This is an optimization exercise on Yosys and OpenROAD, whose aim is small area, a short achievable clock period and few clock cycles per item, not a production implementation. RTL that was checked went through simulation tests only; none was proved equivalent to the original. For run 1, only the layout was checked, not whether the RTL still works.

$ cat design.v
module nn_mac_array #(
    parameter int LANES  = 4,
    parameter int DWIDTH = 16,
    parameter int FRAC   = 8,
    parameter int AWIDTH = 40,
    parameter int CWIDTH = 16
) (
    input  logic                    clk,
    input  logic                    rst_n,
    input  logic                    s_valid,
    output logic                    s_ready,
    input  logic                    s_last,
    input  logic [DWIDTH-1:0]       s_x,
    input  logic [LANES*DWIDTH-1:0] s_w,
    input  logic [LANES*DWIDTH-1:0] s_bias,
    input  logic                    relu_en,
    output logic                    m_valid,
    input  logic                    m_ready,
    output logic [LANES*DWIDTH-1:0] m_data,
    output logic [LANES-1:0]        m_ovf,
    output logic [CWIDTH-1:0]       m_count,
    output logic                    busy
);
    localparam logic [AWIDTH-1:0] M0 = 40'h7fffffff;
    localparam logic [AWIDTH-1:0] M1 = 40'h7ffffffd;
    localparam logic [AWIDTH-1:0] K0 = 40'hff80000000;
    localparam logic [AWIDTH-1:0] K1 = 40'h0;
    localparam logic [AWIDTH-1:0] RND = AWIDTH'(1) << (FRAC-1);
    logic s_hs;
    assign s_hs = s_valid & s_ready;
    assign busy = ~s_ready;
    logic [7:0]              enc_one, enc_two, enc_neg;
    logic [7:0]              x_one, x_two, x_neg;
    logic [7:0]              x_one_n, x_two_n, x_neg_n;
    logic [LANES*DWIDTH-1:0] w0;
    logic [DWIDTH-1:0]       b0 [LANES];
    logic                    bc0 [LANES];
    logic                    v0, l0, relu0;
    always_comb begin
        for (int j = 0; j < 8; j++) begin
            logic lo, mid, hi;
            lo  = (j == 0) ? 1'b0 : s_x[2*j-1];
            mid = s_x[2*j];
            hi  = s_x[2*j+1];
            enc_one[j] = s_hs & (mid ^ lo);
            enc_two[j] = s_hs & ((hi & ~mid & ~lo) | (~hi & mid & lo));
            enc_neg[j] = s_hs & hi;
        end
    end
    always_ff @(posedge clk) begin
        x_one   <= enc_one;
        x_two   <= enc_two;
        x_neg   <= enc_neg;
        x_one_n <= ~enc_one;
        x_two_n <= ~enc_two;
        x_neg_n <= ~enc_neg;
        w0      <= s_w;
        for (int i = 0; i < LANES; i++) begin
            logic [DWIDTH-1:0] bg;
            logic [5:0]        mid;
            bg     = (s_hs & s_last) ? s_bias[i*DWIDTH +: DWIDTH] : '0;
            mid    = {1'b0, bg[10:6]} + {5'b0, enc_neg[7]};
            b0[i]  <= {bg[15:11], mid[4:0], bg[5:0]};
            bc0[i] <= mid[5];
        end
        l0    <= s_last;
        relu0 <= relu_en;
    end
    logic                v1, l1, relu1;
    logic [AWIDTH-1:0]   t0_q [LANES];
    logic [AWIDTH-1:0]   t1_q [LANES];
    for (genvar i = 0; i < LANES; i++) begin : g_tree
        logic [AWIDTH-1:0] t0, t1;
        nn_mac_lane_tree u_tree (
            .one (i[0] ? ~x_one_n : x_one),
            .two (i[0] ? ~x_two_n : x_two),
            .neg (i[0] ? ~x_neg_n : x_neg),
            .w   (w0[i*DWIDTH +: DWIDTH]),
            .b   (b0[i]),
            .bc  (bc0[i]),
            .r0  (t0),
            .r1  (t1)
        );
        always_ff @(posedge clk) begin
            t0_q[i] <= t0;
            t1_q[i] <= t1;
        end
    end
    always_ff @(posedge clk) begin
        l1    <= l0;
        relu1 <= relu0;
    end
    logic                a_fin, a_init, a_relu;
    logic [CWIDTH-1:0]   a_cnt;
    logic [AWIDTH-1:0]   acc_q [LANES];
    logic                fin, out_free, done, relu_f;
    logic [CWIDTH-1:0]   cnt_f;
    logic [AWIDTH-1:0]   sum [LANES];
    logic [DWIDTH-1:0]   o_sat [LANES];           
    logic                o_relu;
    logic [LANES-1:0]    all0, all1;
    assign fin      = (v1 & l1) | a_fin;         
    assign out_free = ~m_valid;
    assign done     = fin & out_free;             
    assign relu_f   = v1 ? relu1 : a_relu;
    assign cnt_f    = v1 ? (a_cnt + {{(CWIDTH-1){1'b0}}, ~&a_cnt}) : a_cnt;
    logic [AWIDTH-1:0] add_a [LANES];
    logic [AWIDTH-1:0] add_b [LANES];
    logic [AWIDTH-1:0] add_s [LANES];
    for (genvar i = 0; i < LANES; i++) begin : g_add
        logic [AWIDTH-1:0] y0, y1;
        assign y0       = (t0_q[i] & M0) | K0;
        assign y1       = (t1_q[i] & M1) | K1;
        assign add_a[i] = acc_q[i] ^ y0 ^ y1;
        assign add_b[i] = ((acc_q[i] & y0) | (acc_q[i] & y1) | (y0 & y1)) << 1;
        nn_mac_add u_add (.a(add_a[i]), .b(add_b[i]), .s(add_s[i]));
    end
    always_comb begin
        for (int i = 0; i < LANES; i++) begin
            logic [AWIDTH-1:0] p, q;
            p      = add_a[i];
            q      = add_b[i];
            sum[i] = add_s[i];
            begin
                logic ok0, ok1;
                ok0 = 1'b1;
                ok1 = 1'b1;
                for (int k = FRAC+DWIDTH; k < AWIDTH; k++) begin
                    ok0 &= ~((p[k] ^ q[k]) ^ (p[k-1] | q[k-1]));
                    ok1 &=  ((p[k] ^ q[k]) ^ (p[k-1] & q[k-1]));
                end
                all0[i] = ok0 & ~sum[i][FRAC+DWIDTH-1];
                all1[i] = ok1 &  sum[i][FRAC+DWIDTH-1];
            end
        end
    end
    always_ff @(posedge clk) begin
        a_relu <= relu_f;
        a_cnt  <= (done | a_init) ? '0 : cnt_f;
        for (int i = 0; i < LANES; i++)
            acc_q[i] <= (done | a_init) ? RND : sum[i];
    end
    always_ff @(posedge clk) begin
        if (done) begin
            m_count <= cnt_f;
            o_relu  <= relu_f;
            for (int i = 0; i < LANES; i++) begin
                logic ovf, neg;
                logic [DWIDTH-1:0] r;
                ovf = ~(all0[i] | all1[i]);
                neg = sum[i][AWIDTH-1];
                r   = ovf ? {neg, {(DWIDTH-1){~neg}}} : sum[i][FRAC +: DWIDTH];
                o_sat[i] <= r;
                m_ovf[i] <= ovf;
            end
        end
    end
    always_comb begin
        for (int i = 0; i < LANES; i++)
            m_data[i*DWIDTH +: DWIDTH] = (o_relu & o_sat[i][DWIDTH-1]) ? '0 : o_sat[i];
    end
    logic       a_fin_d, m_valid_d;
    logic [2:0] closed_d;
    assign a_fin_d   = fin & ~out_free;
    assign m_valid_d = done | (m_valid & ~m_ready);
    assign closed_d  = {2'b0, s_hs & s_last} + {2'b0, v0 & l0} + {2'b0, a_fin_d} + {2'b0, m_valid_d};
    always_ff @(posedge clk or negedge rst_n) begin
        if (!rst_n) begin
            s_ready <= 1'b0;
            v0      <= 1'b0;
            v1      <= 1'b0;
            a_fin   <= 1'b0;
            a_init  <= 1'b1;
            m_valid <= 1'b0;
        end else begin
            s_ready <= (closed_d <= 3'd1);
            v0      <= s_hs;
            v1      <= v0;
            a_fin   <= a_fin_d;
            a_init  <= 1'b0;
            m_valid <= m_valid_d;
        end
    end
endmodule
module nn_mac_lane_tree (
    input  logic [7:0]  one, two, neg,
    input  logic [15:0] w,
    input  logic [15:0] b,
    input  logic        bc,
    output logic [39:0] r0, r1
);
    wire pp1 = (one[0] & w[0]) ^ neg[0];
    wire pp2 = ((one[0] & w[1]) | (two[0] & w[0])) ^ neg[0];
    wire pp3 = ((one[0] & w[2]) | (two[0] & w[1])) ^ neg[0];
    wire pp4 = ((one[0] & w[3]) | (two[0] & w[2])) ^ neg[0];
    wire pp5 = ((one[0] & w[4]) | (two[0] & w[3])) ^ neg[0];
    wire pp6 = ((one[0] & w[5]) | (two[0] & w[4])) ^ neg[0];
    wire pp7 = ((one[0] & w[6]) | (two[0] & w[5])) ^ neg[0];
    wire pp8 = ((one[0] & w[7]) | (two[0] & w[6])) ^ neg[0];
    wire pp9 = ((one[0] & w[8]) | (two[0] & w[7])) ^ neg[0];
    wire pp10 = ((one[0] & w[9]) | (two[0] & w[8])) ^ neg[0];
    wire pp11 = ((one[0] & w[10]) | (two[0] & w[9])) ^ neg[0];
    wire pp12 = ((one[0] & w[11]) | (two[0] & w[10])) ^ neg[0];
    wire pp13 = ((one[0] & w[12]) | (two[0] & w[11])) ^ neg[0];
    wire pp14 = ((one[0] & w[13]) | (two[0] & w[12])) ^ neg[0];
    wire pp15 = ((one[0] & w[14]) | (two[0] & w[13])) ^ neg[0];
    wire pp16 = ((one[0] & w[15]) | (two[0] & w[14])) ^ neg[0];
    wire pp17 = ((one[0] | two[0]) & w[15]) ^ neg[0];
    wire pn18 = ~pp17;
    wire pp19 = (one[1] & w[0]) ^ neg[1];
    wire pp20 = ((one[1] & w[1]) | (two[1] & w[0])) ^ neg[1];
    wire pp21 = ((one[1] & w[2]) | (two[1] & w[1])) ^ neg[1];
    wire pp22 = ((one[1] & w[3]) | (two[1] & w[2])) ^ neg[1];
    wire pp23 = ((one[1] & w[4]) | (two[1] & w[3])) ^ neg[1];
    wire pp24 = ((one[1] & w[5]) | (two[1] & w[4])) ^ neg[1];
    wire pp25 = ((one[1] & w[6]) | (two[1] & w[5])) ^ neg[1];
    wire pp26 = ((one[1] & w[7]) | (two[1] & w[6])) ^ neg[1];
    wire pp27 = ((one[1] & w[8]) | (two[1] & w[7])) ^ neg[1];
    wire pp28 = ((one[1] & w[9]) | (two[1] & w[8])) ^ neg[1];
    wire pp29 = ((one[1] & w[10]) | (two[1] & w[9])) ^ neg[1];
    wire pp30 = ((one[1] & w[11]) | (two[1] & w[10])) ^ neg[1];
    wire pp31 = ((one[1] & w[12]) | (two[1] & w[11])) ^ neg[1];
    wire pp32 = ((one[1] & w[13]) | (two[1] & w[12])) ^ neg[1];
    wire pp33 = ((one[1] & w[14]) | (two[1] & w[13])) ^ neg[1];
    wire pp34 = ((one[1] & w[15]) | (two[1] & w[14])) ^ neg[1];
    wire pp35 = ~(((one[1] | two[1]) & w[15]) ^ neg[1]);
    wire pp36 = (one[2] & w[0]) ^ neg[2];
    wire pp37 = ((one[2] & w[1]) | (two[2] & w[0])) ^ neg[2];
    wire pp38 = ((one[2] & w[2]) | (two[2] & w[1])) ^ neg[2];
    wire pp39 = ((one[2] & w[3]) | (two[2] & w[2])) ^ neg[2];
    wire pp40 = ((one[2] & w[4]) | (two[2] & w[3])) ^ neg[2];
    wire pp41 = ((one[2] & w[5]) | (two[2] & w[4])) ^ neg[2];
    wire pp42 = ((one[2] & w[6]) | (two[2] & w[5])) ^ neg[2];
    wire pp43 = ((one[2] & w[7]) | (two[2] & w[6])) ^ neg[2];
    wire pp44 = ((one[2] & w[8]) | (two[2] & w[7])) ^ neg[2];
    wire pp45 = ((one[2] & w[9]) | (two[2] & w[8])) ^ neg[2];
    wire pp46 = ((one[2] & w[10]) | (two[2] & w[9])) ^ neg[2];
    wire pp47 = ((one[2] & w[11]) | (two[2] & w[10])) ^ neg[2];
    wire pp48 = ((one[2] & w[12]) | (two[2] & w[11])) ^ neg[2];
    wire pp49 = ((one[2] & w[13]) | (two[2] & w[12])) ^ neg[2];
    wire pp50 = ((one[2] & w[14]) | (two[2] & w[13])) ^ neg[2];
    wire pp51 = ((one[2] & w[15]) | (two[2] & w[14])) ^ neg[2];
    wire pp52 = ~(((one[2] | two[2]) & w[15]) ^ neg[2]);
    wire pp53 = (one[3] & w[0]) ^ neg[3];
    wire pp54 = ((one[3] & w[1]) | (two[3] & w[0])) ^ neg[3];
    wire pp55 = ((one[3] & w[2]) | (two[3] & w[1])) ^ neg[3];
    wire pp56 = ((one[3] & w[3]) | (two[3] & w[2])) ^ neg[3];
    wire pp57 = ((one[3] & w[4]) | (two[3] & w[3])) ^ neg[3];
    wire pp58 = ((one[3] & w[5]) | (two[3] & w[4])) ^ neg[3];
    wire pp59 = ((one[3] & w[6]) | (two[3] & w[5])) ^ neg[3];
    wire pp60 = ((one[3] & w[7]) | (two[3] & w[6])) ^ neg[3];
    wire pp61 = ((one[3] & w[8]) | (two[3] & w[7])) ^ neg[3];
    wire pp62 = ((one[3] & w[9]) | (two[3] & w[8])) ^ neg[3];
    wire pp63 = ((one[3] & w[10]) | (two[3] & w[9])) ^ neg[3];
    wire pp64 = ((one[3] & w[11]) | (two[3] & w[10])) ^ neg[3];
    wire pp65 = ((one[3] & w[12]) | (two[3] & w[11])) ^ neg[3];
    wire pp66 = ((one[3] & w[13]) | (two[3] & w[12])) ^ neg[3];
    wire pp67 = ((one[3] & w[14]) | (two[3] & w[13])) ^ neg[3];
    wire pp68 = ((one[3] & w[15]) | (two[3] & w[14])) ^ neg[3];
    wire pp69 = ~(((one[3] | two[3]) & w[15]) ^ neg[3]);
    wire pp70 = (one[4] & w[0]) ^ neg[4];
    wire pp71 = ((one[4] & w[1]) | (two[4] & w[0])) ^ neg[4];
    wire pp72 = ((one[4] & w[2]) | (two[4] & w[1])) ^ neg[4];
    wire pp73 = ((one[4] & w[3]) | (two[4] & w[2])) ^ neg[4];
    wire pp74 = ((one[4] & w[4]) | (two[4] & w[3])) ^ neg[4];
    wire pp75 = ((one[4] & w[5]) | (two[4] & w[4])) ^ neg[4];
    wire pp76 = ((one[4] & w[6]) | (two[4] & w[5])) ^ neg[4];
    wire pp77 = ((one[4] & w[7]) | (two[4] & w[6])) ^ neg[4];
    wire pp78 = ((one[4] & w[8]) | (two[4] & w[7])) ^ neg[4];
    wire pp79 = ((one[4] & w[9]) | (two[4] & w[8])) ^ neg[4];
    wire pp80 = ((one[4] & w[10]) | (two[4] & w[9])) ^ neg[4];
    wire pp81 = ((one[4] & w[11]) | (two[4] & w[10])) ^ neg[4];
    wire pp82 = ((one[4] & w[12]) | (two[4] & w[11])) ^ neg[4];
    wire pp83 = ((one[4] & w[13]) | (two[4] & w[12])) ^ neg[4];
    wire pp84 = ((one[4] & w[14]) | (two[4] & w[13])) ^ neg[4];
    wire pp85 = ((one[4] & w[15]) | (two[4] & w[14])) ^ neg[4];
    wire pp86 = ~(((one[4] | two[4]) & w[15]) ^ neg[4]);
    wire pp87 = (one[5] & w[0]) ^ neg[5];
    wire pp88 = ((one[5] & w[1]) | (two[5] & w[0])) ^ neg[5];
    wire pp89 = ((one[5] & w[2]) | (two[5] & w[1])) ^ neg[5];
    wire pp90 = ((one[5] & w[3]) | (two[5] & w[2])) ^ neg[5];
    wire pp91 = ((one[5] & w[4]) | (two[5] & w[3])) ^ neg[5];
    wire pp92 = ((one[5] & w[5]) | (two[5] & w[4])) ^ neg[5];
    wire pp93 = ((one[5] & w[6]) | (two[5] & w[5])) ^ neg[5];
    wire pp94 = ((one[5] & w[7]) | (two[5] & w[6])) ^ neg[5];
    wire pp95 = ((one[5] & w[8]) | (two[5] & w[7])) ^ neg[5];
    wire pp96 = ((one[5] & w[9]) | (two[5] & w[8])) ^ neg[5];
    wire pp97 = ((one[5] & w[10]) | (two[5] & w[9])) ^ neg[5];
    wire pp98 = ((one[5] & w[11]) | (two[5] & w[10])) ^ neg[5];
    wire pp99 = ((one[5] & w[12]) | (two[5] & w[11])) ^ neg[5];
    wire pp100 = ((one[5] & w[13]) | (two[5] & w[12])) ^ neg[5];
    wire pp101 = ((one[5] & w[14]) | (two[5] & w[13])) ^ neg[5];
    wire pp102 = ((one[5] & w[15]) | (two[5] & w[14])) ^ neg[5];
    wire pp103 = ~(((one[5] | two[5]) & w[15]) ^ neg[5]);
    wire pp104 = (one[6] & w[0]) ^ neg[6];
    wire pp105 = ((one[6] & w[1]) | (two[6] & w[0])) ^ neg[6];
    wire pp106 = ((one[6] & w[2]) | (two[6] & w[1])) ^ neg[6];
    wire pp107 = ((one[6] & w[3]) | (two[6] & w[2])) ^ neg[6];
    wire pp108 = ((one[6] & w[4]) | (two[6] & w[3])) ^ neg[6];
    wire pp109 = ((one[6] & w[5]) | (two[6] & w[4])) ^ neg[6];
    wire pp110 = ((one[6] & w[6]) | (two[6] & w[5])) ^ neg[6];
    wire pp111 = ((one[6] & w[7]) | (two[6] & w[6])) ^ neg[6];
    wire pp112 = ((one[6] & w[8]) | (two[6] & w[7])) ^ neg[6];
    wire pp113 = ((one[6] & w[9]) | (two[6] & w[8])) ^ neg[6];
    wire pp114 = ((one[6] & w[10]) | (two[6] & w[9])) ^ neg[6];
    wire pp115 = ((one[6] & w[11]) | (two[6] & w[10])) ^ neg[6];
    wire pp116 = ((one[6] & w[12]) | (two[6] & w[11])) ^ neg[6];
    wire pp117 = ((one[6] & w[13]) | (two[6] & w[12])) ^ neg[6];
    wire pp118 = ((one[6] & w[14]) | (two[6] & w[13])) ^ neg[6];
    wire pp119 = ((one[6] & w[15]) | (two[6] & w[14])) ^ neg[6];
    wire pp120 = ~(((one[6] | two[6]) & w[15]) ^ neg[6]);
    wire pp121 = (one[7] & w[0]) ^ neg[7];
    wire pp122 = ((one[7] & w[1]) | (two[7] & w[0])) ^ neg[7];
    wire pp123 = ((one[7] & w[2]) | (two[7] & w[1])) ^ neg[7];
    wire pp124 = ((one[7] & w[3]) | (two[7] & w[2])) ^ neg[7];
    wire pp125 = ((one[7] & w[4]) | (two[7] & w[3])) ^ neg[7];
    wire pp126 = ((one[7] & w[5]) | (two[7] & w[4])) ^ neg[7];
    wire pp127 = ((one[7] & w[6]) | (two[7] & w[5])) ^ neg[7];
    wire pp128 = ((one[7] & w[7]) | (two[7] & w[6])) ^ neg[7];
    wire pp129 = ((one[7] & w[8]) | (two[7] & w[7])) ^ neg[7];
    wire pp130 = ((one[7] & w[9]) | (two[7] & w[8])) ^ neg[7];
    wire pp131 = ((one[7] & w[10]) | (two[7] & w[9])) ^ neg[7];
    wire pp132 = ((one[7] & w[11]) | (two[7] & w[10])) ^ neg[7];
    wire pp133 = ((one[7] & w[12]) | (two[7] & w[11])) ^ neg[7];
    wire pp134 = ((one[7] & w[13]) | (two[7] & w[12])) ^ neg[7];
    wire pp135 = ((one[7] & w[14]) | (two[7] & w[13])) ^ neg[7];
    wire pp136 = ((one[7] & w[15]) | (two[7] & w[14])) ^ neg[7];
    wire pp137 = ~(((one[7] | two[7]) & w[15]) ^ neg[7]);
    wire bn138 = ~b[15];
    wire hs139 = pp9 ^ pp25;
    wire hc140 = pp9 & pp25;
    wire hs141 = pp10 ^ pp26;
    wire hc142 = pp10 & pp26;
    wire ft143 = pp11 ^ pp27;
    wire fs144 = ft143 ^ pp42;
    wire fc145 = (pp11 & pp27) | (ft143 & pp42);
    wire hs146 = pp57 ^ pp72;
    wire hc147 = pp57 & pp72;
    wire ft148 = pp12 ^ pp28;
    wire fs149 = ft148 ^ pp43;
    wire fc150 = (pp12 & pp28) | (ft148 & pp43);
    wire hs151 = pp58 ^ pp73;
    wire hc152 = pp58 & pp73;
    wire ft153 = pp13 ^ pp29;
    wire fs154 = ft153 ^ pp44;
    wire fc155 = (pp13 & pp29) | (ft153 & pp44);
    wire ft156 = pp59 ^ pp74;
    wire fs157 = ft156 ^ pp89;
    wire fc158 = (pp59 & pp74) | (ft156 & pp89);
    wire hs159 = pp104 ^ neg[6];
    wire hc160 = pp104 & neg[6];
    wire ft161 = pp14 ^ pp30;
    wire fs162 = ft161 ^ pp45;
    wire fc163 = (pp14 & pp30) | (ft161 & pp45);
    wire ft164 = pp60 ^ pp75;
    wire fs165 = ft164 ^ pp90;
    wire fc166 = (pp60 & pp75) | (ft164 & pp90);
    wire hs167 = pp105 ^ b[5];
    wire hc168 = pp105 & b[5];
    wire ft169 = pp15 ^ pp31;
    wire fs170 = ft169 ^ pp46;
    wire fc171 = (pp15 & pp31) | (ft169 & pp46);
    wire ft172 = pp61 ^ pp76;
    wire fs173 = ft172 ^ pp91;
    wire fc174 = (pp61 & pp76) | (ft172 & pp91);
    wire ft175 = pp106 ^ pp121;
    wire fs176 = ft175 ^ b[6];
    wire fc177 = (pp106 & pp121) | (ft175 & b[6]);
    wire ft178 = pp16 ^ pp32;
    wire fs179 = ft178 ^ pp47;
    wire fc180 = (pp16 & pp32) | (ft178 & pp47);
    wire ft181 = pp62 ^ pp77;
    wire fs182 = ft181 ^ pp92;
    wire fc183 = (pp62 & pp77) | (ft181 & pp92);
    wire ft184 = pp107 ^ pp122;
    wire fs185 = ft184 ^ b[7];
    wire fc186 = (pp107 & pp122) | (ft184 & b[7]);
    wire ft187 = pp17 ^ pp33;
    wire fs188 = ft187 ^ pp48;
    wire fc189 = (pp17 & pp33) | (ft187 & pp48);
    wire ft190 = pp63 ^ pp78;
    wire fs191 = ft190 ^ pp93;
    wire fc192 = (pp63 & pp78) | (ft190 & pp93);
    wire ft193 = pp108 ^ pp123;
    wire fs194 = ft193 ^ b[8];
    wire fc195 = (pp108 & pp123) | (ft193 & b[8]);
    wire ft196 = pp17 ^ pp34;
    wire fs197 = ft196 ^ pp49;
    wire fc198 = (pp17 & pp34) | (ft196 & pp49);
    wire ft199 = pp64 ^ pp79;
    wire fs200 = ft199 ^ pp94;
    wire fc201 = (pp64 & pp79) | (ft199 & pp94);
    wire ft202 = pp109 ^ pp124;
    wire fs203 = ft202 ^ b[9];
    wire fc204 = (pp109 & pp124) | (ft202 & b[9]);
    wire ft205 = pn18 ^ pp35;
    wire fs206 = ft205 ^ pp50;
    wire fc207 = (pn18 & pp35) | (ft205 & pp50);
    wire ft208 = pp65 ^ pp80;
    wire fs209 = ft208 ^ pp95;
    wire fc210 = (pp65 & pp80) | (ft208 & pp95);
    wire ft211 = pp110 ^ pp125;
    wire fs212 = ft211 ^ b[10];
    wire fc213 = (pp110 & pp125) | (ft211 & b[10]);
    wire ft214 = pp51 ^ pp66;
    wire fs215 = ft214 ^ pp81;
    wire fc216 = (pp51 & pp66) | (ft214 & pp81);
    wire ft217 = pp96 ^ pp111;
    wire fs218 = ft217 ^ pp126;
    wire fc219 = (pp96 & pp111) | (ft217 & pp126);
    wire fs220 = ~(b[11] ^ bc);
    wire fc221 = b[11] | bc;
    wire ft222 = pp52 ^ pp67;
    wire fs223 = ft222 ^ pp82;
    wire fc224 = (pp52 & pp67) | (ft222 & pp82);
    wire ft225 = pp97 ^ pp112;
    wire fs226 = ft225 ^ pp127;
    wire fc227 = (pp97 & pp112) | (ft225 & pp127);
    wire ft228 = pp68 ^ pp83;
    wire fs229 = ft228 ^ pp98;
    wire fc230 = (pp68 & pp83) | (ft228 & pp98);
    wire hs231 = pp113 ^ pp128;
    wire hc232 = pp113 & pp128;
    wire ft233 = pp69 ^ pp84;
    wire fs234 = ft233 ^ pp99;
    wire fc235 = (pp69 & pp84) | (ft233 & pp99);
    wire hs236 = pp7 ^ pp23;
    wire hc237 = pp7 & pp23;
    wire hs238 = pp8 ^ pp24;
    wire hc239 = pp8 & pp24;
    wire ft240 = hs139 ^ pp40;
    wire fs241 = ft240 ^ pp55;
    wire fc242 = (hs139 & pp40) | (ft240 & pp55);
    wire hs243 = pp70 ^ neg[4];
    wire hc244 = pp70 & neg[4];
    wire ft245 = hs141 ^ pp41;
    wire fs246 = ft245 ^ pp56;
    wire fc247 = (hs141 & pp41) | (ft245 & pp56);
    wire ft248 = pp71 ^ b[1];
    wire fs249 = ft248 ^ hc140;
    wire fc250 = (pp71 & b[1]) | (ft248 & hc140);
    wire ft251 = fs144 ^ hs146;
    wire fs252 = ft251 ^ pp87;
    wire fc253 = (fs144 & hs146) | (ft251 & pp87);
    wire ft254 = neg[5] ^ b[2];
    wire fs255 = ft254 ^ hc142;
    wire fc256 = (neg[5] & b[2]) | (ft254 & hc142);
    wire ft257 = fs149 ^ hs151;
    wire fs258 = ft257 ^ pp88;
    wire fc259 = (fs149 & hs151) | (ft257 & pp88);
    wire ft260 = b[3] ^ fc145;
    wire fs261 = ft260 ^ hc147;
    wire fc262 = (b[3] & fc145) | (ft260 & hc147);
    wire ft263 = fs154 ^ fs157;
    wire fs264 = ft263 ^ hs159;
    wire fc265 = (fs154 & fs157) | (ft263 & hs159);
    wire ft266 = b[4] ^ fc150;
    wire fs267 = ft266 ^ hc152;
    wire fc268 = (b[4] & fc150) | (ft266 & hc152);
    wire ft269 = fs162 ^ fs165;
    wire fs270 = ft269 ^ hs167;
    wire fc271 = (fs162 & fs165) | (ft269 & hs167);
    wire ft272 = fc155 ^ fc158;
    wire fs273 = ft272 ^ hc160;
    wire fc274 = (fc155 & fc158) | (ft272 & hc160);
    wire ft275 = fs170 ^ fs173;
    wire fs276 = ft275 ^ fs176;
    wire fc277 = (fs170 & fs173) | (ft275 & fs176);
    wire ft278 = fc163 ^ fc166;
    wire fs279 = ft278 ^ hc168;
    wire fc280 = (fc163 & fc166) | (ft278 & hc168);
    wire ft281 = fs179 ^ fs182;
    wire fs282 = ft281 ^ fs185;
    wire fc283 = (fs179 & fs182) | (ft281 & fs185);
    wire ft284 = fc171 ^ fc174;
    wire fs285 = ft284 ^ fc177;
    wire fc286 = (fc171 & fc174) | (ft284 & fc177);
    wire ft287 = fs188 ^ fs191;
    wire fs288 = ft287 ^ fs194;
    wire fc289 = (fs188 & fs191) | (ft287 & fs194);
    wire ft290 = fc180 ^ fc183;
    wire fs291 = ft290 ^ fc186;
    wire fc292 = (fc180 & fc183) | (ft290 & fc186);
    wire ft293 = fs197 ^ fs200;
    wire fs294 = ft293 ^ fs203;
    wire fc295 = (fs197 & fs200) | (ft293 & fs203);
    wire ft296 = fc189 ^ fc192;
    wire fs297 = ft296 ^ fc195;
    wire fc298 = (fc189 & fc192) | (ft296 & fc195);
    wire ft299 = fs206 ^ fs209;
    wire fs300 = ft299 ^ fs212;
    wire fc301 = (fs206 & fs209) | (ft299 & fs212);
    wire ft302 = fc198 ^ fc201;
    wire fs303 = ft302 ^ fc204;
    wire fc304 = (fc198 & fc201) | (ft302 & fc204);
    wire ft305 = fs215 ^ fs218;
    wire fs306 = ft305 ^ fs220;
    wire fc307 = (fs215 & fs218) | (ft305 & fs220);
    wire ft308 = fc207 ^ fc210;
    wire fs309 = ft308 ^ fc213;
    wire fc310 = (fc207 & fc210) | (ft308 & fc213);
    wire ft311 = fs223 ^ fs226;
    wire fs312 = ft311 ^ b[12];
    wire fc313 = (fs223 & fs226) | (ft311 & b[12]);
    wire ft314 = fc216 ^ fc219;
    wire fs315 = ft314 ^ fc221;
    wire fc316 = (fc216 & fc219) | (ft314 & fc221);
    wire ft317 = fs229 ^ hs231;
    wire fs318 = ft317 ^ b[13];
    wire fc319 = (fs229 & hs231) | (ft317 & b[13]);
    wire fs320 = ~(fc224 ^ fc227);
    wire fc321 = fc224 | fc227;
    wire ft322 = fs234 ^ pp114;
    wire fs323 = ft322 ^ pp129;
    wire fc324 = (fs234 & pp114) | (ft322 & pp129);
    wire ft325 = b[14] ^ fc230;
    wire fs326 = ft325 ^ hc232;
    wire fc327 = (b[14] & fc230) | (ft325 & hc232);
    wire ft328 = pp85 ^ pp100;
    wire fs329 = ft328 ^ pp115;
    wire fc330 = (pp85 & pp100) | (ft328 & pp115);
    wire ft331 = pp130 ^ bn138;
    wire fs332 = ft331 ^ fc235;
    wire fc333 = (pp130 & bn138) | (ft331 & fc235);
    wire ft334 = pp86 ^ pp101;
    wire fs335 = ft334 ^ pp116;
    wire fc336 = (pp86 & pp101) | (ft334 & pp116);
    wire hs337 = pp102 ^ pp117;
    wire hc338 = pp102 & pp117;
    wire hs339 = pp5 ^ pp21;
    wire hc340 = pp5 & pp21;
    wire hs341 = pp6 ^ pp22;
    wire hc342 = pp6 & pp22;
    wire ft343 = hs236 ^ pp38;
    wire fs344 = ft343 ^ pp53;
    wire fc345 = (hs236 & pp38) | (ft343 & pp53);
    wire ft346 = hs238 ^ pp39;
    wire fs347 = ft346 ^ pp54;
    wire fc348 = (hs238 & pp39) | (ft346 & pp54);
    wire ft349 = fs241 ^ hs243;
    wire fs350 = ft349 ^ b[0];
    wire fc351 = (fs241 & hs243) | (ft349 & b[0]);
    wire ft352 = fs246 ^ fs249;
    wire fs353 = ft352 ^ fc242;
    wire fc354 = (fs246 & fs249) | (ft352 & fc242);
    wire ft355 = fs252 ^ fs255;
    wire fs356 = ft355 ^ fc247;
    wire fc357 = (fs252 & fs255) | (ft355 & fc247);
    wire ft358 = fs258 ^ fs261;
    wire fs359 = ft358 ^ fc253;
    wire fc360 = (fs258 & fs261) | (ft358 & fc253);
    wire ft361 = fs264 ^ fs267;
    wire fs362 = ft361 ^ fc259;
    wire fc363 = (fs264 & fs267) | (ft361 & fc259);
    wire ft364 = fs270 ^ fs273;
    wire fs365 = ft364 ^ fc265;
    wire fc366 = (fs270 & fs273) | (ft364 & fc265);
    wire ft367 = fs276 ^ fs279;
    wire fs368 = ft367 ^ fc271;
    wire fc369 = (fs276 & fs279) | (ft367 & fc271);
    wire ft370 = fs282 ^ fs285;
    wire fs371 = ft370 ^ fc277;
    wire fc372 = (fs282 & fs285) | (ft370 & fc277);
    wire ft373 = fs288 ^ fs291;
    wire fs374 = ft373 ^ fc283;
    wire fc375 = (fs288 & fs291) | (ft373 & fc283);
    wire ft376 = fs294 ^ fs297;
    wire fs377 = ft376 ^ fc289;
    wire fc378 = (fs294 & fs297) | (ft376 & fc289);
    wire ft379 = fs300 ^ fs303;
    wire fs380 = ft379 ^ fc295;
    wire fc381 = (fs300 & fs303) | (ft379 & fc295);
    wire ft382 = fs306 ^ fs309;
    wire fs383 = ft382 ^ fc301;
    wire fc384 = (fs306 & fs309) | (ft382 & fc301);
    wire ft385 = fs312 ^ fs315;
    wire fs386 = ft385 ^ fc307;
    wire fc387 = (fs312 & fs315) | (ft385 & fc307);
    wire ft388 = fs318 ^ fs320;
    wire fs389 = ft388 ^ fc313;
    wire fc390 = (fs318 & fs320) | (ft388 & fc313);
    wire ft391 = fs323 ^ fs326;
    wire fs392 = ft391 ^ fc319;
    wire fc393 = (fs323 & fs326) | (ft391 & fc319);
    wire ft394 = fs329 ^ fs332;
    wire fs395 = ft394 ^ fc324;
    wire fc396 = (fs329 & fs332) | (ft394 & fc324);
    wire ft397 = fs335 ^ pp131;
    wire fs398 = ft397 ^ fc330;
    wire fc399 = (fs335 & pp131) | (ft397 & fc330);
    wire ft400 = hs337 ^ pp132;
    wire fs401 = ft400 ^ fc336;
    wire fc402 = (hs337 & pp132) | (ft400 & fc336);
    wire ft403 = pp103 ^ pp118;
    wire fs404 = ft403 ^ pp133;
    wire fc405 = (pp103 & pp118) | (ft403 & pp133);
    wire hs406 = pp119 ^ pp134;
    wire hc407 = pp119 & pp134;
    wire hs408 = pp3 ^ pp19;
    wire hc409 = pp3 & pp19;
    wire hs410 = pp4 ^ pp20;
    wire hc411 = pp4 & pp20;
    wire ft412 = hs339 ^ pp36;
    wire fs413 = ft412 ^ neg[2];
    wire fc414 = (hs339 & pp36) | (ft412 & neg[2]);
    wire ft415 = hs341 ^ pp37;
    wire fs416 = ft415 ^ hc340;
    wire fc417 = (hs341 & pp37) | (ft415 & hc340);
    wire ft418 = fs344 ^ neg[3];
    wire fs419 = ft418 ^ hc342;
    wire fc420 = (fs344 & neg[3]) | (ft418 & hc342);
    wire ft421 = fs347 ^ hc237;
    wire fs422 = ft421 ^ fc345;
    wire fc423 = (fs347 & hc237) | (ft421 & fc345);
    wire ft424 = fs350 ^ hc239;
    wire fs425 = ft424 ^ fc348;
    wire fc426 = (fs350 & hc239) | (ft424 & fc348);
    wire ft427 = fs353 ^ hc244;
    wire fs428 = ft427 ^ fc351;
    wire fc429 = (fs353 & hc244) | (ft427 & fc351);
    wire ft430 = fs356 ^ fc250;
    wire fs431 = ft430 ^ fc354;
    wire fc432 = (fs356 & fc250) | (ft430 & fc354);
    wire ft433 = fs359 ^ fc256;
    wire fs434 = ft433 ^ fc357;
    wire fc435 = (fs359 & fc256) | (ft433 & fc357);
    wire ft436 = fs362 ^ fc262;
    wire fs437 = ft436 ^ fc360;
    wire fc438 = (fs362 & fc262) | (ft436 & fc360);
    wire ft439 = fs365 ^ fc268;
    wire fs440 = ft439 ^ fc363;
    wire fc441 = (fs365 & fc268) | (ft439 & fc363);
    wire ft442 = fs368 ^ fc274;
    wire fs443 = ft442 ^ fc366;
    wire fc444 = (fs368 & fc274) | (ft442 & fc366);
    wire ft445 = fs371 ^ fc280;
    wire fs446 = ft445 ^ fc369;
    wire fc447 = (fs371 & fc280) | (ft445 & fc369);
    wire ft448 = fs374 ^ fc286;
    wire fs449 = ft448 ^ fc372;
    wire fc450 = (fs374 & fc286) | (ft448 & fc372);
    wire ft451 = fs377 ^ fc292;
    wire fs452 = ft451 ^ fc375;
    wire fc453 = (fs377 & fc292) | (ft451 & fc375);
    wire ft454 = fs380 ^ fc298;
    wire fs455 = ft454 ^ fc378;
    wire fc456 = (fs380 & fc298) | (ft454 & fc378);
    wire ft457 = fs383 ^ fc304;
    wire fs458 = ft457 ^ fc381;
    wire fc459 = (fs383 & fc304) | (ft457 & fc381);
    wire ft460 = fs386 ^ fc310;
    wire fs461 = ft460 ^ fc384;
    wire fc462 = (fs386 & fc310) | (ft460 & fc384);
    wire ft463 = fs389 ^ fc316;
    wire fs464 = ft463 ^ fc387;
    wire fc465 = (fs389 & fc316) | (ft463 & fc387);
    wire ft466 = fs392 ^ fc321;
    wire fs467 = ft466 ^ fc390;
    wire fc468 = (fs392 & fc321) | (ft466 & fc390);
    wire ft469 = fs395 ^ fc327;
    wire fs470 = ft469 ^ fc393;
    wire fc471 = (fs395 & fc327) | (ft469 & fc393);
    wire ft472 = fs398 ^ fc333;
    wire fs473 = ft472 ^ fc396;
    wire fc474 = (fs398 & fc333) | (ft472 & fc396);
    wire fs475 = ~(fs401 ^ fc399);
    wire fc476 = fs401 | fc399;
    wire ft477 = fs404 ^ hc338;
    wire fs478 = ft477 ^ fc402;
    wire fc479 = (fs404 & hc338) | (ft477 & fc402);
    wire fs480 = ~(hs406 ^ fc405);
    wire fc481 = hs406 | fc405;
    wire ft482 = pp120 ^ pp135;
    wire fs483 = ft482 ^ hc407;
    wire fc484 = (pp120 & pp135) | (ft482 & hc407);
    wire fn485 = ~pp136;
    assign r0[0] = pp1;
    assign r0[1] = pp2;
    assign r0[2] = hs408;
    assign r0[3] = hs410;
    assign r0[4] = fs413;
    assign r0[5] = fs416;
    assign r0[6] = fs419;
    assign r0[7] = fs422;
    assign r0[8] = fs425;
    assign r0[9] = fs428;
    assign r0[10] = fs431;
    assign r0[11] = fs434;
    assign r0[12] = fs437;
    assign r0[13] = fs440;
    assign r0[14] = fs443;
    assign r0[15] = fs446;
    assign r0[16] = fs449;
    assign r0[17] = fs452;
    assign r0[18] = fs455;
    assign r0[19] = fs458;
    assign r0[20] = fs461;
    assign r0[21] = fs464;
    assign r0[22] = fs467;
    assign r0[23] = fs470;
    assign r0[24] = fs473;
    assign r0[25] = fs475;
    assign r0[26] = fs478;
    assign r0[27] = fs480;
    assign r0[28] = fs483;
    assign r0[29] = fn485;
    assign r0[30] = pp137;
    assign r0[31] = 1'b1;
    assign r0[32] = 1'b1;
    assign r0[33] = 1'b1;
    assign r0[34] = 1'b1;
    assign r0[35] = 1'b1;
    assign r0[36] = 1'b1;
    assign r0[37] = 1'b1;
    assign r0[38] = 1'b1;
    assign r0[39] = 1'b1;
    assign r1[0] = neg[0];
    assign r1[1] = 1'b0;
    assign r1[2] = neg[1];
    assign r1[3] = hc409;
    assign r1[4] = hc411;
    assign r1[5] = fc414;
    assign r1[6] = fc417;
    assign r1[7] = fc420;
    assign r1[8] = fc423;
    assign r1[9] = fc426;
    assign r1[10] = fc429;
    assign r1[11] = fc432;
    assign r1[12] = fc435;
    assign r1[13] = fc438;
    assign r1[14] = fc441;
    assign r1[15] = fc444;
    assign r1[16] = fc447;
    assign r1[17] = fc450;
    assign r1[18] = fc453;
    assign r1[19] = fc456;
    assign r1[20] = fc459;
    assign r1[21] = fc462;
    assign r1[22] = fc465;
    assign r1[23] = fc468;
    assign r1[24] = fc471;
    assign r1[25] = fc474;
    assign r1[26] = fc476;
    assign r1[27] = fc479;
    assign r1[28] = fc481;
    assign r1[29] = fc484;
    assign r1[30] = pp136;
    assign r1[31] = 1'b0;
    assign r1[32] = 1'b0;
    assign r1[33] = 1'b0;
    assign r1[34] = 1'b0;
    assign r1[35] = 1'b0;
    assign r1[36] = 1'b0;
    assign r1[37] = 1'b0;
    assign r1[38] = 1'b0;
    assign r1[39] = 1'b0;
endmodule
module nn_mac_add (
    input  logic [39:0] a, b,
    output logic [39:0] s
);
    logic [39:0] g0, p0;
    assign g0 = a & b;
    assign p0 = a ^ b;
    wire g1_1 = g0[1] | (p0[1] & g0[0]);
    wire g1_3 = g0[3] | (p0[3] & g0[2]);
    wire p1_3 = p0[3] & p0[2];
    wire g1_5 = g0[5] | (p0[5] & g0[4]);
    wire p1_5 = p0[5] & p0[4];
    wire g1_7 = g0[7] | (p0[7] & g0[6]);
    wire p1_7 = p0[7] & p0[6];
    wire g1_9 = g0[9] | (p0[9] & g0[8]);
    wire p1_9 = p0[9] & p0[8];
    wire g1_11 = g0[11] | (p0[11] & g0[10]);
    wire p1_11 = p0[11] & p0[10];
    wire g1_13 = g0[13] | (p0[13] & g0[12]);
    wire p1_13 = p0[13] & p0[12];
    wire g1_15 = g0[15] | (p0[15] & g0[14]);
    wire p1_15 = p0[15] & p0[14];
    wire g1_17 = g0[17] | (p0[17] & g0[16]);
    wire p1_17 = p0[17] & p0[16];
    wire g1_19 = g0[19] | (p0[19] & g0[18]);
    wire p1_19 = p0[19] & p0[18];
    wire g1_21 = g0[21] | (p0[21] & g0[20]);
    wire p1_21 = p0[21] & p0[20];
    wire g1_23 = g0[23] | (p0[23] & g0[22]);
    wire p1_23 = p0[23] & p0[22];
    wire g1_25 = g0[25] | (p0[25] & g0[24]);
    wire p1_25 = p0[25] & p0[24];
    wire g1_27 = g0[27] | (p0[27] & g0[26]);
    wire p1_27 = p0[27] & p0[26];
    wire g1_29 = g0[29] | (p0[29] & g0[28]);
    wire p1_29 = p0[29] & p0[28];
    wire g1_31 = g0[31] | (p0[31] & g0[30]);
    wire p1_31 = p0[31] & p0[30];
    wire g1_33 = g0[33] | (p0[33] & g0[32]);
    wire p1_33 = p0[33] & p0[32];
    wire g1_35 = g0[35] | (p0[35] & g0[34]);
    wire p1_35 = p0[35] & p0[34];
    wire g1_37 = g0[37] | (p0[37] & g0[36]);
    wire p1_37 = p0[37] & p0[36];
    wire g1_39 = g0[39] | (p0[39] & g0[38]);
    wire p1_39 = p0[39] & p0[38];
    wire g2_2 = g0[2] | (p0[2] & g1_1);
    wire g2_3 = g1_3 | (p1_3 & g1_1);
    wire g2_6 = g0[6] | (p0[6] & g1_5);
    wire p2_6 = p0[6] & p1_5;
    wire g2_7 = g1_7 | (p1_7 & g1_5);
    wire p2_7 = p1_7 & p1_5;
    wire g2_10 = g0[10] | (p0[10] & g1_9);
    wire p2_10 = p0[10] & p1_9;
    wire g2_11 = g1_11 | (p1_11 & g1_9);
    wire p2_11 = p1_11 & p1_9;
    wire g2_14 = g0[14] | (p0[14] & g1_13);
    wire p2_14 = p0[14] & p1_13;
    wire g2_15 = g1_15 | (p1_15 & g1_13);
    wire p2_15 = p1_15 & p1_13;
    wire g2_18 = g0[18] | (p0[18] & g1_17);
    wire p2_18 = p0[18] & p1_17;
    wire g2_19 = g1_19 | (p1_19 & g1_17);
    wire p2_19 = p1_19 & p1_17;
    wire g2_22 = g0[22] | (p0[22] & g1_21);
    wire p2_22 = p0[22] & p1_21;
    wire g2_23 = g1_23 | (p1_23 & g1_21);
    wire p2_23 = p1_23 & p1_21;
    wire g2_26 = g0[26] | (p0[26] & g1_25);
    wire p2_26 = p0[26] & p1_25;
    wire g2_27 = g1_27 | (p1_27 & g1_25);
    wire p2_27 = p1_27 & p1_25;
    wire g2_30 = g0[30] | (p0[30] & g1_29);
    wire p2_30 = p0[30] & p1_29;
    wire g2_31 = g1_31 | (p1_31 & g1_29);
    wire p2_31 = p1_31 & p1_29;
    wire g2_34 = g0[34] | (p0[34] & g1_33);
    wire p2_34 = p0[34] & p1_33;
    wire g2_35 = g1_35 | (p1_35 & g1_33);
    wire p2_35 = p1_35 & p1_33;
    wire g2_38 = g0[38] | (p0[38] & g1_37);
    wire p2_38 = p0[38] & p1_37;
    wire g2_39 = g1_39 | (p1_39 & g1_37);
    wire p2_39 = p1_39 & p1_37;
    wire g3_4 = g0[4] | (p0[4] & g2_3);
    wire g3_5 = g1_5 | (p1_5 & g2_3);
    wire g3_6 = g2_6 | (p2_6 & g2_3);
    wire g3_7 = g2_7 | (p2_7 & g2_3);
    wire g3_12 = g0[12] | (p0[12] & g2_11);
    wire p3_12 = p0[12] & p2_11;
    wire g3_13 = g1_13 | (p1_13 & g2_11);
    wire p3_13 = p1_13 & p2_11;
    wire g3_14 = g2_14 | (p2_14 & g2_11);
    wire p3_14 = p2_14 & p2_11;
    wire g3_15 = g2_15 | (p2_15 & g2_11);
    wire p3_15 = p2_15 & p2_11;
    wire g3_20 = g0[20] | (p0[20] & g2_19);
    wire p3_20 = p0[20] & p2_19;
    wire g3_21 = g1_21 | (p1_21 & g2_19);
    wire p3_21 = p1_21 & p2_19;
    wire g3_22 = g2_22 | (p2_22 & g2_19);
    wire p3_22 = p2_22 & p2_19;
    wire g3_23 = g2_23 | (p2_23 & g2_19);
    wire p3_23 = p2_23 & p2_19;
    wire g3_28 = g0[28] | (p0[28] & g2_27);
    wire p3_28 = p0[28] & p2_27;
    wire g3_29 = g1_29 | (p1_29 & g2_27);
    wire p3_29 = p1_29 & p2_27;
    wire g3_30 = g2_30 | (p2_30 & g2_27);
    wire p3_30 = p2_30 & p2_27;
    wire g3_31 = g2_31 | (p2_31 & g2_27);
    wire p3_31 = p2_31 & p2_27;
    wire g3_36 = g0[36] | (p0[36] & g2_35);
    wire p3_36 = p0[36] & p2_35;
    wire g3_37 = g1_37 | (p1_37 & g2_35);
    wire p3_37 = p1_37 & p2_35;
    wire g3_38 = g2_38 | (p2_38 & g2_35);
    wire p3_38 = p2_38 & p2_35;
    wire g3_39 = g2_39 | (p2_39 & g2_35);
    wire p3_39 = p2_39 & p2_35;
    wire g4_8 = g0[8] | (p0[8] & g3_7);
    wire g4_9 = g1_9 | (p1_9 & g3_7);
    wire g4_10 = g2_10 | (p2_10 & g3_7);
    wire g4_11 = g2_11 | (p2_11 & g3_7);
    wire g4_12 = g3_12 | (p3_12 & g3_7);
    wire g4_13 = g3_13 | (p3_13 & g3_7);
    wire g4_14 = g3_14 | (p3_14 & g3_7);
    wire g4_15 = g3_15 | (p3_15 & g3_7);
    wire g4_24 = g0[24] | (p0[24] & g3_23);
    wire p4_24 = p0[24] & p3_23;
    wire g4_25 = g1_25 | (p1_25 & g3_23);
    wire p4_25 = p1_25 & p3_23;
    wire g4_26 = g2_26 | (p2_26 & g3_23);
    wire p4_26 = p2_26 & p3_23;
    wire g4_27 = g2_27 | (p2_27 & g3_23);
    wire p4_27 = p2_27 & p3_23;
    wire g4_28 = g3_28 | (p3_28 & g3_23);
    wire p4_28 = p3_28 & p3_23;
    wire g4_29 = g3_29 | (p3_29 & g3_23);
    wire p4_29 = p3_29 & p3_23;
    wire g4_30 = g3_30 | (p3_30 & g3_23);
    wire p4_30 = p3_30 & p3_23;
    wire g4_31 = g3_31 | (p3_31 & g3_23);
    wire p4_31 = p3_31 & p3_23;
    wire g5_16 = g0[16] | (p0[16] & g4_15);
    wire g5_17 = g1_17 | (p1_17 & g4_15);
    wire g5_18 = g2_18 | (p2_18 & g4_15);
    wire g5_19 = g2_19 | (p2_19 & g4_15);
    wire g5_20 = g3_20 | (p3_20 & g4_15);
    wire g5_21 = g3_21 | (p3_21 & g4_15);
    wire g5_22 = g3_22 | (p3_22 & g4_15);
    wire g5_23 = g3_23 | (p3_23 & g4_15);
    wire g5_24 = g4_24 | (p4_24 & g4_15);
    wire g5_25 = g4_25 | (p4_25 & g4_15);
    wire g5_26 = g4_26 | (p4_26 & g4_15);
    wire g5_27 = g4_27 | (p4_27 & g4_15);
    wire g5_28 = g4_28 | (p4_28 & g4_15);
    wire g5_29 = g4_29 | (p4_29 & g4_15);
    wire g5_30 = g4_30 | (p4_30 & g4_15);
    wire g5_31 = g4_31 | (p4_31 & g4_15);
    wire g6_32 = g0[32] | (p0[32] & g5_31);
    wire g6_33 = g1_33 | (p1_33 & g5_31);
    wire g6_34 = g2_34 | (p2_34 & g5_31);
    wire g6_35 = g2_35 | (p2_35 & g5_31);
    wire g6_36 = g3_36 | (p3_36 & g5_31);
    wire g6_37 = g3_37 | (p3_37 & g5_31);
    wire g6_38 = g3_38 | (p3_38 & g5_31);
    wire g6_39 = g3_39 | (p3_39 & g5_31);
    assign s = p0 ^ {g6_38, g6_37, g6_36, g6_35, g6_34, g6_33, g6_32, g5_31, g5_30, g5_29, g5_28, g5_27, g5_26, g5_25, g5_24, g5_23, g5_22, g5_21, g5_20, g5_19, g5_18, g5_17, g5_16, g4_15, g4_14, g4_13, g4_12, g4_11, g4_10, g4_9, g4_8, g3_7, g3_6, g3_5, g3_4, g2_3, g2_2, g1_1, g0[0], 1'b0};
endmodule
$ cat flow/run.sh
#!/bin/bash
# The standard layout, with the port buffers taken from buf_1 instead of the
# cell buffer_ports picks by default (a larger, slower delay cell). Timing
# repair still resizes any of them that limit timing.
set -euo pipefail
export BUFFER_PORTS_ARGS="-buffer_cell sky130_fd_sc_hd__buf_1"
bash standard.sh > standard.log 2>&1
$ cat standard.sh
#!/bin/bash
# synth_recipe.tcl (not shown) runs the flow's synth.tcl, then flattens the netlist and writes it again
# the make line also repeats each setting of config.mk as NAME=value (left out here)
make -C /OpenROAD-flow-scripts/flow DESIGN_CONFIG=/design/flow/config.mk WORK_HOME=/design/flow/orfs CLKGATE_MAP_FILE= SYNTH_SCRIPT=/design/flow/synth_recipe.tcl "${@:-finish}"
$ cat config.mk
export PLATFORM = sky130hd
export DESIGN_NAME = nn_mac_array
export DESIGN_NICKNAME = nn_mac_array
export VERILOG_FILES = /design/flow/design.v
export SDC_FILE = /design/flow/constraint.sdc
export NUM_CORES = 4
export LEC_CHECK = 0
export CAP_MARGIN = 20
export CORE_MARGIN = 2
export CORE_UTILIZATION = 40
export CTS_BUF_LIST = sky130_fd_sc_hd__clkbuf_16
export CTS_CLUSTER_DIAMETER = 70
export CTS_CLUSTER_SIZE = 32
export SETUP_SLACK_MARGIN = 4.2
export SLEW_MARGIN = 20
$ cat constraint.sdc
create_clock -name core_clock -period 8.0 [get_ports {clk}]
set_input_delay 1.6000 -clock core_clock [delete_from_list [all_inputs] [get_ports {clk}]]
set_output_delay 1.6000 -clock core_clock [all_outputs]
set_load 0.01 [all_outputs]
==> flow_summary.rst, run 1 <==
.. list-table::
   :header-rows: 1

   * - Metric
     - Value
   * - Status
     - finished clean
   * - Number of CTS-inserted buffers
     - 57
   * - Unrepaired setup endpoints after global routing
     - false
   * - CP max stage cell
     - sky130_fd_sc_hd__dfxtp_1
   * - Count of nets after finishing
     - between 6,000 and 7,000
   * - Placement Rows
     - 130
   * - CTS sink cnt
     - 692
   * - Share of the yosys chip area belonging to registers
     - 0.292
   * - Clock tree from TritonCTS
     - done
   * - H-tree level count
     - 2
   * - Setup crit end kind
     - flip-flop
   * - Die extent in x
     - between 300 and 400 um
   * - Multi-input gate area
     - ~32,000 um^2
   * - Worst-margin pin slew
     - 1.04 ns
   * - Final Skew
     - approximately 0.051 ns
   * - Maximum fanout along the worst path
     - 16
   * - Buf+Inv Stages, Crit Path
     - 1
   * - Max stage delay on crit path
     - around 0.87 ns
   * - Number of nets with antenna violations after detailed routing
     - 0
   * - Fraction of synthesized area in multiplexers
     - 0.00473
   * - Number of port buffers
     - roughly 240
   * - Worst-case hold slack
     - 0.331 ns
   * - Area occupied by registers
     - 14,800 um^2
   * - Clock-pin slew on the worst setup and hold paths
     - 0.09 ns
   * - Syn nets
     - between 5,000 and 6,000
   * - Chain of cells forming the critical path
     - a22oi_1, xor2_1, fa_1, fa_1, fa_1, fa_1, inv_1
   * - Largest delay share family, worst path
     - adder cells
   * - Iteration count of the initial detailed-routing pass
     - 6
   * - Launching element type of the critical path
     - flip-flop
   * - Post-Route WL
     - 139,000 um
   * - Die height
     - between 300 and 400 um
   * - Global-route congestion overflow total
     - 0
   * - Post-Syn Area
     - roughly 50,000 um^2
   * - Pin count of the biggest net entering global routing
     - 69
   * - EDFF count, synth
     - 85
   * - Top FF cell, synth
     - sky130_fd_sc_hd__dfxtp_1
   * - Critical setup path kind
     - flip-flop to flip-flop
   * - Fraction of final layout cells sized beyond drive strength 1
     - 0.0646
   * - Initial drt markers
     - 2,682
   * - Number of cells on the worst hold path
     - 0
   * - Commonest non-fill, non-tap cell in the layout
     - sky130_fd_sc_hd__inv_1
   * - Area growth from synthesis to layout
     - 9.28%
   * - Setup TNS
     - 0 ns
   * - Average instance area after synthesis
     - about 10 um^2
   * - Detail Placement HPWL
     - roughly 100,000 um
   * - Ratio of routed vias to standard cells
     - approximately 5.2
   * - Highest-count cells in the layout ignoring fill and taps
     - sky130_fd_sc_hd__inv_1 (636), sky130_fd_sc_hd__dfxtp_1 (575), sky130_fd_sc_hd__fa_1 (573)
   * - I/O pin total
     - approximately 240
   * - Data required time at the worst endpoint
     - 8.57 ns
   * - Global-route total usage across every layer
     - 0.215
   * - Clock root buffer master
     - sky130_fd_sc_hd__clkbuf_16
   * - Via count of the first global-routing pass
     - about 37,000
   * - Compound-gate portion of the synthesized area
     - 0.117
   * - Fraction of registers with async set/reset
     - 0.00867
   * - Area share of fa/ha/maj cells after synthesis
     - 0.304
   * - Max Clock Freq
     - between 200 and 300 MHz
   * - Worst min-delay path category
     - flip-flop to flip-flop
   * - Total die area
     - 129,000 um^2
   * - Routed WL per cell
     - a little over 20 um
   * - Placer Congestion
     - around 0.86
   * - Most Frequent Cell on Critical Path
     - sky130_fd_sc_hd__fa_1
   * - Max-capacitance violation count
     - 0
   * - Antenna violations before repair
     - 14
   * - Distinct cells, synth
     - between 80 and 90
   * - Worst-case headroom to the max-slew limit
     - 0.307
   * - Buffers from clock root to sink, at most
     - 3
   * - Clock latency reported for the late side of the worst-skew pair
     - a little over 0.7 ns
   * - Critical Path Stages
     - 7
   * - Filler cell count in the final layout
     - 11,963
   * - Wire length of the first global-routing pass
     - 217,000 um
   * - Area fraction in and, or, nand and nor cells after synthesis
     - 0.0761
   * - Synthesis-stage register bit count
     - roughly 700
   * - Combinational family with the most area after synthesis
     - adder cells
   * - Post-Synthesis Cells
     - approximately 5,000
   * - R2R depth
     - 7
   * - Hold-fix buffers, CTS
     - 0
   * - Final slew viol count
     - 0
   * - Count of synthesis-stage warnings from yosys
     - 20
   * - Final worst-path cycle share
     - 0.464
   * - Area of the core region
     - roughly 130,000 um^2
   * - Final setup violation count
     - 0
   * - XOR/XNOR Fraction of Synth Area
     - 0.134
   * - Vias after detailed routing
     - 35,050
   * - Total DRC errors in the routed layout
     - 0
   * - Starting density of the core
     - 0.403
   * - Minimum setup slack among reg-to-reg paths
     - roughly 4.3 ns
   * - Endpoint arrival time on the critical path
     - approximately 4.3 ns
   * - Final count of hold timing violations
     - 0
   * - Time the final worst path needs with I/O delays and setup
     - between 3 and 4 ns
## final timing paths
path	from	end
max	w0[6]$_DFF_P_	g_add[0].y0[18]$_DFF_P_
min	relu0$_DFF_P_	relu1$_DFF_P_
max reg2reg	w0[6]$_DFF_P_	g_add[0].y0[18]$_DFF_P_
min reg2reg	relu0$_DFF_P_	relu1$_DFF_P_
max in group asynchronous	rst_n	a_init$_DFF_PN1_
min in group asynchronous	rst_n	m_valid$_DFF_PN0_
## state kept, by name (all words and copies together) (netlist names), 16 cells and up
register  flops
a_cnt        16
acc_q       160
b0           64
g_add.y0    124
g_add.y1    116
m_count      16
o_sat        64
w0           64
## timing repair
| action | 4_1_cts | 5_1_grt |
|---|---|---|
| setup endpoints to repair | 118 | 117 |
| hold endpoints to repair | 0 | 0 |
| pin swaps | 2 | 3 |
| setup buffers | 13 | 6 |
| resized for setup | 18 | 36 |
## per-layer routing
metal / up-vias / track usage / part of all wire
li1: 16226 / - / -
met2: 1394 / 0.316 / 0.42
met4: 22 / 0.0605 / 0.025
met5: - / 0 / 0.00098
met1: 17170 / 0.309 / 0.46
met3: 238 / 0.0560 / 0.090
## cell families (layout without fill, tap and decap cells)
family | after synthesis | count (layout)
other | 1 | 4
adder cells (fa/ha/maj) | 881 | 881
buffers and inverters | 971 | 1065
AO/OA/AOI/OAI | 849 | 849
AND/OR/NAND/NOR | 768 | 768
flip-flops | 692 | 692
multiplexers | 22 | 22
XOR/XNOR | 770 | 770
## final cells by class
type                            count  area share
Sequential cell                   692       0.268
Tap cell                         1650      0.0374
Multi-Input combinational cell   3291       0.584
Antenna cell                        3    0.000136
Inverter                          645      0.0442
Timing Repair Buffer              313      0.0272
Clock inverter                     48      0.0130
Clock buffer                       59      0.0268
## through the flow
step / area (um^2) / std cells / worst slack [ns] / util
2_1_floorplan: 50500 / 4954 / 4.23 / -
3_3_place_gp: 52600 / 6572 / 3.61 / 0.420
3_5_place_dp: 52600 / 6572 / 3.50 / 0.420
4_1_cts: 55000 / 6692 / 4.20 / 0.439
5_1_grt: 55200 / 6700 / 4.18 / 0.440
6_report: 55200 / 6701 / 4.29 / 0.440
## cells in the mapped netlist, drive strengths merged, types with 6 or more instances
cell / n / share of area
a211oi: 14 / 0.0026
a21boi: 11 / 0.0016
a21o: 24 / 0.0036
a21oi: 84 / 0.0090
a22oi: 241 / 0.036
a31oi: 12 / 0.0015
and2: 160 / 0.020
and3: 6 / 0.00074
and4: 9 / 0.0016
buf: 54 / 0.0053
clkbuf: 272 / 0.020
dfxtp: 601 / 0.24
edfxtp: 85 / 0.051
fa: 573 / 0.23
ha: 308 / 0.076
inv: 642 / 0.048
mux2: 9 / 0.0020
mux2i: 13 / 0.0027
nand2: 173 / 0.013
nand2b: 20 / 0.0025
nand3: 38 / 0.0038
nand4: 37 / 0.0046
nor2: 212 / 0.016
nor2b: 11 / 0.0014
nor3: 44 / 0.0047
nor3b: 7 / 0.0010
nor4: 20 / 0.0028
o211ai: 13 / 0.0028
o21a: 25 / 0.0037
o21ai: 120 / 0.014
o21bai: 15 / 0.0022
o22ai: 247 / 0.031
or2: 12 / 0.0015
xnor2: 448 / 0.078
xor2: 322 / 0.056
==> inputs of run 2 (changes only) <==
--- a/design.v
+++ b/design.v
@@ -90,14 +90,15 @@
         l1    <= l0;
         relu1 <= relu0;
     end
-    logic                a_fin, a_init, a_relu;
+    logic                a_fin, a_relu;
+    logic [1:0]          a_init_q;
+    logic                a_init;
+    assign a_init = |a_init_q;
     logic [CWIDTH-1:0]   a_cnt;
     logic [AWIDTH-1:0]   acc_q [LANES];
     logic                fin, out_free, done, relu_f;
     logic [CWIDTH-1:0]   cnt_f;
     logic [AWIDTH-1:0]   sum [LANES];
-    logic [DWIDTH-1:0]   o_sat [LANES];           
-    logic                o_relu;
     logic [LANES-1:0]    all0, all1;
     assign fin      = (v1 & l1) | a_fin;         
     assign out_free = ~m_valid;
@@ -143,22 +144,18 @@
     always_ff @(posedge clk) begin
         if (done) begin
             m_count <= cnt_f;
-            o_relu  <= relu_f;
             for (int i = 0; i < LANES; i++) begin
                 logic ovf, neg;
                 logic [DWIDTH-1:0] r;
                 ovf = ~(all0[i] | all1[i]);
                 neg = sum[i][AWIDTH-1];
                 r   = ovf ? {neg, {(DWIDTH-1){~neg}}} : sum[i][FRAC +: DWIDTH];
-                o_sat[i] <= r;
+                if (relu_f && r[DWIDTH-1]) r = '0;
+                m_data[i*DWIDTH +: DWIDTH] <= r;
                 m_ovf[i] <= ovf;
             end
         end
     end
-    always_comb begin
-        for (int i = 0; i < LANES; i++)
-            m_data[i*DWIDTH +: DWIDTH] = (o_relu & o_sat[i][DWIDTH-1]) ? '0 : o_sat[i];
-    end
     logic       a_fin_d, m_valid_d;
     logic [2:0] closed_d;
     assign a_fin_d   = fin & ~out_free;
@@ -170,14 +167,14 @@
             v0      <= 1'b0;
             v1      <= 1'b0;
             a_fin   <= 1'b0;
-            a_init  <= 1'b1;
+            a_init_q <= 2'b11;
             m_valid <= 1'b0;
         end else begin
             s_ready <= (closed_d <= 3'd1);
             v0      <= s_hs;
             v1      <= v0;
             a_fin   <= a_fin_d;
-            a_init  <= 1'b0;
+            a_init_q <= {a_init_q[0], 1'b0};
             m_valid <= m_valid_d;
         end
     end
==> run 2 against run 1 <==
Effect of this change: still clean; wire length about the same; cell count decreased by 1.3%; cell area decreased by 0.60%; critical path depth increased by 6; synthesized cell count decreased by 1.6%; fmax decreased by 2.2%; die area decreased by 1.6%; global-route usage increased by 0.44 points; area after synthesis decreased by 1.6%; highest routed layer unchanged.
==> flow_summary.rst, run 2 <==
.. list-table::
   :header-rows: 1

   * - Metric
     - Value
   * - Antenna violations before repair
     - 9 (-5)
   * - Top FF cell, synth
     - sky130_fd_sc_hd__dfxtp_1
   * - Max stage delay on crit path
     - 0.52 ns (-0.35 ns)
   * - Placer Congestion
     - 0.873 (+1.7%)
   * - Starting density of the core
     - 0.402 (about the same)
   * - Chain of cells forming the critical path
     - fa_1, ha_4, nand4_1, nor3b_4, or3b_4, and2_4, a211oi_4, o21a_1, or2_4, a31oi_4, fa_2, xor2_1, nor2_1
   * - Total die area
     - 127,000 um^2 (-1.6%)
   * - Max-capacitance violation count
     - 0 (unchanged)
   * - Fraction of final layout cells sized beyond drive strength 1
     - 0.0601 (-0.00448)
   * - Post-Syn Area
     - 49,700 um^2 (-1.6%)
   * - Final Skew
     - 0.0510 ns (-0.000134 ns)
   * - Max FFs per register
     - 160 (unchanged)
   * - Main area contributors after synthesis
     - sky130_fd_sc_hd__dfxtp_1 (24%), sky130_fd_sc_hd__fa_1 (23%), sky130_fd_sc_hd__xnor2_1 (8.4%)
   * - Post-Route WL
     - 139,000 um (about the same)
   * - Clock tree from TritonCTS
     - done
   * - Most numerous cell in the Yosys netlist
     - sky130_fd_sc_hd__inv_1
   * - Global-route congestion overflow total
     - 0 (unchanged)
   * - Final count of hold timing violations
     - 0 (unchanged)
   * - Total DRC errors in the routed layout
     - 0 (unchanged)
   * - Routed WL per cell
     - 21.1 um (+1.4%)
   * - Wire length of the first global-routing pass
     - 214,000 um (-1.1%)
   * - Die extent in x
     - 356 um (-0.80%)
   * - Count of nets after finishing
     - 5,951 (-1.3%)
   * - Synth top cells by count
     - sky130_fd_sc_hd__inv_1 (637), sky130_fd_sc_hd__dfxtp_1 (601), sky130_fd_sc_hd__fa_1 (573)
   * - Number of CTS-inserted buffers
     - 67 (+18%)
   * - Detail Placement HPWL
     - 101,000 um (+1.5%)
   * - Synth area leader
     - sky130_fd_sc_hd__dfxtp_1
   * - Setup crit end kind
     - flip-flop
   * - Pin count of the biggest net entering global routing
     - 78 (+13%)
   * - Post-Synthesis Cells
     - 4,875 (-1.6%)
   * - Vias after detailed routing
     - 34,878 (-0.49%)
   * - Commonest non-fill, non-tap cell in the layout
     - sky130_fd_sc_hd__inv_1
   * - Status
     - finished clean
   * - Time the final worst path needs with I/O delays and setup
     - 3.79 ns (+0.0844 ns)
run 2: cell count changes after synthesis, moves of 8 or more:
cell,before,now
sky130_fd_sc_hd__o21ai_2,31,1
sky130_fd_sc_hd__o22ai_1,247,256
sky130_fd_sc_hd__xor2_1,322,305
sky130_fd_sc_hd__o21a_1,25,17
sky130_fd_sc_hd__xnor2_1,448,476
sky130_fd_sc_hd__clkbuf_1,271,262
sky130_fd_sc_hd__a21oi_1,79,92
sky130_fd_sc_hd__and2_1,160,94
sky130_fd_sc_hd__o21ai_0,82,113
sky130_fd_sc_hd__buf_2,5,15
run 2: worst paths after layout:
| kind | from | to | cells past startpoint | slack [ns] |
|---|---|---|---|---|
| worst max-delay path | acc_q[0][17]$_SDFF_PP0_ | acc_q[0][33]$_SDFF_PP0_ | 13 | 4.21 |
| worst min-delay path | l0$_DFF_P_ | l1$_DFF_P_ | 0 | 0.36 |
| worst max register to register | acc_q[0][17]$_SDFF_PP0_ | acc_q[0][33]$_SDFF_PP0_ | 13 | 4.21 |
| worst min register to register | l0$_DFF_P_ | l1$_DFF_P_ | 0 | 0.36 |
| max in group asynchronous | rst_n | a_fin$_DFF_PN0_ | 1 | 6.67 |
| min in group asynchronous | rst_n | v0$_DFF_PN0_ | 1 | 0.90 |
run 2: metrics by stage:
step	util	hold slack, ns	cells	instance area, um^2
after floorplan	-	0.310	4875	49700
after global placement	0.419	0.317	6469	51700
after detailed placement	0.419	0.327	6469	51800
after CTS	0.441	0.358	6598	54400
after global routing	0.444	0.364	6612	54800
final	0.444	0.360	6617	54800
run 2: cell families after synthesis:
| family | synth area share |
|---|---|
| AO/OA/AOI/OAI | 0.113 |
| XOR/XNOR | 0.138 |
| buffers and inverters | 0.0742 |
| multiplexers | 0.00234 |
| other | 0.0000755 |
| AND/OR/NAND/NOR | 0.0678 |
| adder cells (fa/ha/maj) | 0.308 |
| flip-flops | 0.297 |
run 2: area by class of cell:
class | count | area [um^2]
Fill cell | 11731 | 68600
Multi-Input combinational cell | 3212 | 31600
Sequential cell | 692 | 14800
Inverter | 644 | 2450
Tap cell | 1637 | 2050
Clock buffer | 72 | 1800
Timing Repair Buffer | 303 | 1400
Clock inverter | 52 | 771
Antenna cell | 5 | 12.5
run 2: worst reg2reg max path, cell delays in order, from the launching register on:
cell and delay, ns:
sky130_fd_sc_hd__dfxtp_2 0.33, sky130_fd_sc_hd__fa_1 0.52, sky130_fd_sc_hd__ha_4 0.31, sky130_fd_sc_hd__nand4_1 0.25
sky130_fd_sc_hd__nor3b_4 0.26, sky130_fd_sc_hd__or3b_4 0.40, sky130_fd_sc_hd__and2_4 0.16, sky130_fd_sc_hd__a211oi_4 0.31
sky130_fd_sc_hd__o21a_1 0.23, sky130_fd_sc_hd__or2_4 0.15, sky130_fd_sc_hd__a31oi_4 0.09, sky130_fd_sc_hd__fa_2 0.37
sky130_fd_sc_hd__xor2_1 0.18, sky130_fd_sc_hd__nor2_1 0.05
run 2: metal layers:
metal,vias to the layer above,share of wire,routed length (um),track usage
met5,-,0.00032,44,0
met4,8,0.025,3510,0.0709
met3,212,0.10,13900,0.0549
met2,1536,0.40,55900,0.304
met1,17120,0.47,66000,0.330
li1,16002,-,-,-
run 2: what timing repair did:
action                                  CTS  global route
pin swaps                                 1            20
endpoints found under the setup margin  109            87
gates cloned                              0             1
gates resized for setup                  20            70
buffers inserted                          5            13
hold endpoints to repair                  0             0
Testbench counts of run 2, summed over its fixed seeds: cycles 13,941, items 1,600.

static timing again, ports no longer ideal:
In the flow no input, the clock included, has a driving cell. The finished layouts below were timed again as built, in two steps. Step 1 sets driving cells, clkbuf_16 on the clock port and buf_2 on the other inputs (assumed; they add their load-dependent delay and slew). Step 2 moves the port delays by t, midway between the first and last clock arrival at a register: inputs arrive t later, outputs are due t later. That takes back most of the time a late clock gives input paths. Slacks: ideal / step 1 / step 2; pairs: ideal / step 1.
| run | t, ns | setup slack, ns | worst setup path at the end | latest minus earliest clock arrival (ns) |
|---|---|---|---|---|
| run 1 | 0.767 | 4.290 / 4.290 / 4.027 | input to register | 0.060 / 0.060 |
| run 2 | 0.750 | 4.205 / 4.205 / 4.205 | register to register | 0.051 / 0.051 |
After both steps setup and hold are still met in every run listed. For run 1, which loses most, drivers alone change the setup slack by 0.000 ns; drivers and shift together by -0.263 ns.
